Source: an optimization exercise on an open RTL-to-GDS flow (aim: small area and a short achievable clock period). Production flows keep margins and buffers that such runs may drop.
RTL that was checked went through simulation tests only; none was proved equivalent to the original.
Power figures rest on the tool's default switching activity, not on a simulated workload.

// flow_switch_top
module flow_switch_top (
	input  logic                        clk,
	input  logic                        reset_L,
	input  logic                        i_psel,
	input  logic                        i_penable,
	input  logic                        i_pwrite,
	input  logic [4-1:0]          i_paddr,
	input  logic [8-1:0]          i_pwdata,
	output logic [8-1:0]          o_prdata,
	output logic                        o_pready,
	output logic                        o_pslverr,
	input  logic [4-1:0]          i_push,
	input  logic [4*6-1:0]  i_in_data,
	input  logic [4-1:0]          i_pop,
	output logic [4*6-1:0]  o_out_data,
	output logic [4-1:0]          o_out_empty
);
export LEC_CHECK = 0
export CAP_MARGIN = 20
export CORE_MARGIN = 2
export CORE_UTILIZATION = 45
export PLACE_DENSITY = 0.6
export SETUP_SLACK_MARGIN = 2.0
export SLEW_MARGIN = 20
create_clock -name core_clock -period 5.0 [get_ports {clk}]
run.sh (not shown) runs the stock make flow with config.mk's settings and CLKGATE_MAP_FILE= SYNTH_SCRIPT=/design/flow/synth_recipe.tcl, a recipe that flattens the netlist after the stock synthesis.
Edit:
--- a/flow/config.mk
+++ b/flow/config.mk
@@ -11,3 +11,3 @@
 export PLACE_DENSITY = 0.6
-export SETUP_SLACK_MARGIN = 2.0
+export SETUP_SLACK_MARGIN = 2.2
 export SLEW_MARGIN = 20
Effect: Synthesized area does not change. Worst setup slack improves by 0.084 ns. Core utilization increases by 0.59 points. Power climbs by 0.51%. Sequential cell count is unchanged. Die area is unchanged. Routed wire length rises by 1.4%. Final cell count climbs by 0.44%. Combinational power increases by about 3%.
Function was not checked in any run of this note: the RTL went through the layout flow alone.

* * *

## run a
Another version of the RTL of flow_switch_top (not shown whole).
Size: about 2100 cells after synthesis, roughly 87 I/O pins, roughly 29000 um2 of cells after synthesis.
==> flow/config.mk <==
export PLATFORM = sky130hd
export DESIGN_NAME = flow_switch_top
export DESIGN_NICKNAME = flow_switch_top
export VERILOG_FILES = /design/flow/design.v
export SDC_FILE = /design/flow/constraint.sdc
export NUM_CORES = 4
export LEC_CHECK = 0
export CAP_MARGIN = 20
export CORE_MARGIN = 2
export CORE_UTILIZATION = 45
export CTS_BUF_LIST = sky130_fd_sc_hd__clkbuf_8
export CTS_CLUSTER_DIAMETER = 50
export CTS_CLUSTER_SIZE = 16
export PLACE_DENSITY = 0.6
export SETUP_SLACK_MARGIN = 2.2
export SLEW_MARGIN = 20
==> flow/constraint.sdc <==
create_clock -name core_clock -period 5.0 [get_ports {clk}]
set_input_delay 1.0000 -clock core_clock [delete_from_list [all_inputs] [get_ports {clk}]]
set_output_delay 1.0000 -clock core_clock [all_outputs]
set_load 0.01 [all_outputs]
standard.sh (not shown) runs the stock make flow with config.mk's settings and CLKGATE_MAP_FILE= SYNTH_SCRIPT=/design/flow/synth_recipe.tcl, a recipe that flattens the netlist after the stock synthesis.
==> flow/flow/run.sh <==
#!/bin/bash
# Standard synthesis, then the combinational logic re-mapped by ABC with a
# delay target (registers untouched), then the standard layout steps.
set -euo pipefail
W=$(pwd)
R=$W/orfs/results/$FLOW_PLATFORM/flow_switch_top/base
LIB=$FLOW_HOME/platforms/sky130hd/lib/sky130_fd_sc_hd__tt_025C_1v80.lib
DELAY=${REMAP_DELAY_PS:-2000}
bash standard.sh synth > $W/synth.log 2>&1
cp $R/1_2_yosys.v $W/std_synth.v
sed -e "s|@LIB@|$LIB|g" -e "s|@IN@|$W/std_synth.v|g" -e "s|@OUT@|$W/remap.v|g" \
    -e "s|@DELAY@|$DELAY|g" -e "s|@CONSTR@|$W/flow/abc.constr|g" -e "s|@RDSCRIPT@|$W/flow/rdcone.abc|g" flow/remap.ys.in > $W/remap.ys
yosys -s $W/remap.ys > $W/remap.log 2>&1
cp $W/remap.v $R/1_2_yosys.v
rm -f $R/1_synth.odb $R/1_synth.sdc
bash standard.sh MATCH_CELL_FOOTPRINT=0 'BUFFER_PORTS_ARGS=-buffer_cell sky130_fd_sc_hd__buf_2' finish > $W/finish.log 2>&1
Other scripts of this flow, unchanged in this note and not shown: flow/flow/abc.constr, flow/flow/rdcone.abc, flow/flow/remap.ys.in
Run a finished every stage and its layout cleared the timing, design-rule and antenna checks.
Edits applied to the flow inputs when going from run a to run b:
- SETUP_SLACK_MARGIN: 2.2 -> 2.3
### Flow results
Run b finished end to end and its layout was clean on timing, DRC and antenna.
Run a → run b: power shrank by 0.62%; setup slack increased by 0.051 ns relative to the old numbers; area added between synthesis and finish climbed 1.1 points; synthesized netlist cell count barely changed; sequential share of layout area shrank by 0.60 points.

* * *

Starting RTL as in the previous note.
Settings: LEC_CHECK=0, CAP_MARGIN=20, CORE_MARGIN=2, CORE_UTILIZATION=45, CTS_BUF_LIST=sky130_fd_sc_hd__clkbuf_8, CTS_CLUSTER_DIAMETER=50, CTS_CLUSTER_SIZE=16, PLACE_DENSITY=0.6, SETUP_SLACK_MARGIN=2.25, SLEW_MARGIN=20; clock period 5.0 ns.
==> flow/flow/run.sh <==
#!/bin/bash
# Standard synthesis (standard.sh synth, unchanged), then its combinational
# logic re-mapped by ABC (flow/remap.ys.in: the APB read-data cone first, for
# delay, then the rest; every register stays the instance and cell type the
# standard synthesis made), then the standard layout steps on that netlist,
# with sizing free to change a cell's footprint and the port buffers built
# from buf_2. Each tool's output goes to its own log here: synth.log,
# remap.log, finish.log.
set -euo pipefail
W=$(pwd)
R=$W/orfs/results/$FLOW_PLATFORM/flow_switch_top/base
LIB=$FLOW_HOME/platforms/sky130hd/lib/sky130_fd_sc_hd__tt_025C_1v80.lib
DELAY=${REMAP_DELAY_PS:-2000}
bash standard.sh synth > $W/synth.log 2>&1
cp $R/1_2_yosys.v $W/std_synth.v
sed -e "s|@LIB@|$LIB|g" -e "s|@IN@|$W/std_synth.v|g" -e "s|@OUT@|$W/remap.v|g" \
    -e "s|@DELAY@|$DELAY|g" -e "s|@CONSTR@|$W/flow/abc.constr|g" -e "s|@RDSCRIPT@|$W/flow/rdcone.abc|g" flow/remap.ys.in > $W/remap.ys
yosys -s $W/remap.ys > $W/remap.log 2>&1
cp $W/remap.v $R/1_2_yosys.v
rm -f $R/1_synth.odb $R/1_synth.sdc
bash standard.sh MATCH_CELL_FOOTPRINT=0 'BUFFER_PORTS_ARGS=-buffer_cell sky130_fd_sc_hd__buf_2' finish > $W/finish.log 2>&1
Other scripts of this flow, unchanged in this note and not shown: flow/flow/abc.constr, flow/flow/rdcone.abc, flow/flow/remap.ys.in
The starting point completed without violations.
Rerun with:
--- a/flow/flow/run.sh
+++ b/flow/flow/run.sh
@@ -1,9 +1,4 @@
 #!/bin/bash
-# Standard synthesis (standard.sh synth, unchanged), then its combinational
-# logic re-mapped by ABC (flow/remap.ys.in: the APB read-data cone first, for
-# delay, then the rest; every register stays the instance and cell type the
-# standard synthesis made), then the standard layout steps on that netlist,
-# with sizing free to change a cell's footprint and the port buffers built
-# from buf_2. Each tool's output goes to its own log here: synth.log,
-# remap.log, finish.log.
+# Standard synthesis, then the combinational logic re-mapped by ABC with a
+# delay target (registers untouched), then the standard layout steps.
 set -euo pipefail
SETUP_SLACK_MARGIN = 2.3   (was 2.25)
The new run produced a clean layout.
Sequential power stays flat.
Worst setup slack gets better by 0.029 ns.
Utilization hardly moves.
Power is lower by 1.1%.
Global-route usage is higher by 0.18 points.
Non-clock buffer count is lower by 7.
Cell area is about the same.
Rerun with:
--- a/flow/flow/run.sh
+++ b/flow/flow/run.sh
@@ -1,4 +1,9 @@
 #!/bin/bash
-# Standard synthesis, then the combinational logic re-mapped by ABC with a
-# delay target (registers untouched), then the standard layout steps.
+# Standard synthesis (standard.sh synth, unchanged), then its combinational
+# logic re-mapped by ABC (flow/remap.ys.in: the APB read-data cone first, for
+# delay, then the rest; every register stays the instance and cell type the
+# standard synthesis made), then the standard layout steps on that netlist,
+# with sizing free to change a cell's footprint and the port buffers built
+# from buf_2. Each tool's output goes to its own log here: synth.log,
+# remap.log, finish.log.
 set -euo pipefail
SETUP_SLACK_MARGIN = 2.15   (was 2.3)
Outcome:
- setup slack improved by 0.027 ns
- register-to-register slack got worse by 0.12 ns
- hold slack got worse by 0.011 ns
- wire length shrinks slightly
- utilization shrinks by 0.54 points
- clock skew grows by 0.0084 ns
Rerun with:
SETUP_SLACK_MARGIN = 2.2   (was 2.15)
Result:
- via count came out lower slightly
- area after synthesis stays the same
- worst setup slack improves by 0.048 ns
- total power barely changes
- utilization rises by 0.22 points
- sequential power barely changes
- synthesized cell count is unchanged
- clock-buffer cell count fell by 1
Rerun with:
--- a/flow/flow/run.sh
+++ b/flow/flow/run.sh
@@ -1,9 +1,4 @@
 #!/bin/bash
-# Standard synthesis (standard.sh synth, unchanged), then its combinational
-# logic re-mapped by ABC (flow/remap.ys.in: the APB read-data cone first, for
-# delay, then the rest; every register stays the instance and cell type the
-# standard synthesis made), then the standard layout steps on that netlist,
-# with sizing free to change a cell's footprint and the port buffers built
-# from buf_2. Each tool's output goes to its own log here: synth.log,
-# remap.log, finish.log.
+# Standard synthesis, then the combinational logic re-mapped by ABC with a
+# delay target (registers untouched), then the standard layout steps.
 set -euo pipefail
PLACE_DENSITY = 0.7   (was 0.6)
- The new run went through all stages and came out clean
- non-clock buffer count falls by 7
- worst hold slack is better by 0.0063 ns
- global-route usage falls by 0.35 points
- sequential power barely changes
Rerun with:
CTS_BUF_LIST = sky130_fd_sc_hd__clkbuf_8 sky130_fd_sc_hd__clkbuf_16   (was sky130_fd_sc_hd__clkbuf_8)
CTS_CLUSTER_DIAMETER = 55   (was 50)
CTS_CLUSTER_SIZE = 20   (was 16)
PLACE_DENSITY = 0.6   (was 0.7)
- first-iteration DRC count fell by 18%
- utilization rose by 1.1 points
- maximum frequency hardly moves
- worst setup slack barely changes
- total power rose by 8.5%
- routed wire length rose by 0.40%
- synthesized area stays the same
- via count fell by 1.9%
- clock skew fell by 0.015 ns
- flip-flop and latch count stays the same
- global-route usage rose by 0.15 points

## static timing again, ports no longer ideal
Ports are ideal in the flow. The routed layouts listed here were re-timed in OpenROAD.
Step 1 sets driving cells, clkbuf_16 on the clock port and buf_2 on the other inputs (assumed; they add their load-dependent delay and slew).
Step 2, shift: input delay + t, output delay - t, t = (earliest + latest rising clock arrival at the registers) / 2. This alone moves slack from input paths to output paths.
Slacks: no drivers / after step 1 / after step 2; pairs: no drivers / after step 1.
| run | t (ns) | setup WS [ns] | worst setup path after step 2 | worst data-port slew with drivers (ns) | cell pins on the clock port's net |
|---|---|---|---|---|---|
| the first run of note 1 | 0.682 | 2.039 / 2.025 / 1.390 | input to register | 0.12 | 1 |
| the second run of note 1 | 0.683 | 2.123 / 1.818 / 1.442 | input to register | 0.33 | 1 |
| run a | 0.729 | 2.173 / 2.120 / 1.755 | input to register | 0.10 | 1 |
| run b | 0.730 | 2.225 / 2.162 / 1.739 | input to register | 0.11 | 1 |
| the first run of note 3 | 0.748 | 2.156 / 2.156 / 1.670 | input to register | 0.09 | 1 |
| the second run of note 3 | 0.754 | 2.185 / 2.134 / 1.747 | input to register | 0.12 | 1 |
| the third run of note 3 | 0.744 | 2.212 / 2.185 / 1.714 | input to register | 0.10 | 1 |
| the fourth run of note 3 | 0.736 | 2.260 / 2.187 / 1.654 | input to register | 0.12 | 1 |
| the fifth run of note 3 | 0.724 | 2.235 / 2.203 / 1.694 | input to register | 0.10 | 1 |
| the sixth run of note 3 | 0.691 | 2.236 / 2.180 / 1.731 | input to register | 0.13 | 1 |
After both steps setup and hold are still met in every run listed. The setup slack of the second run of note 1, which loses most, moves by -0.305 ns with the drivers and by -0.681 ns with both steps.
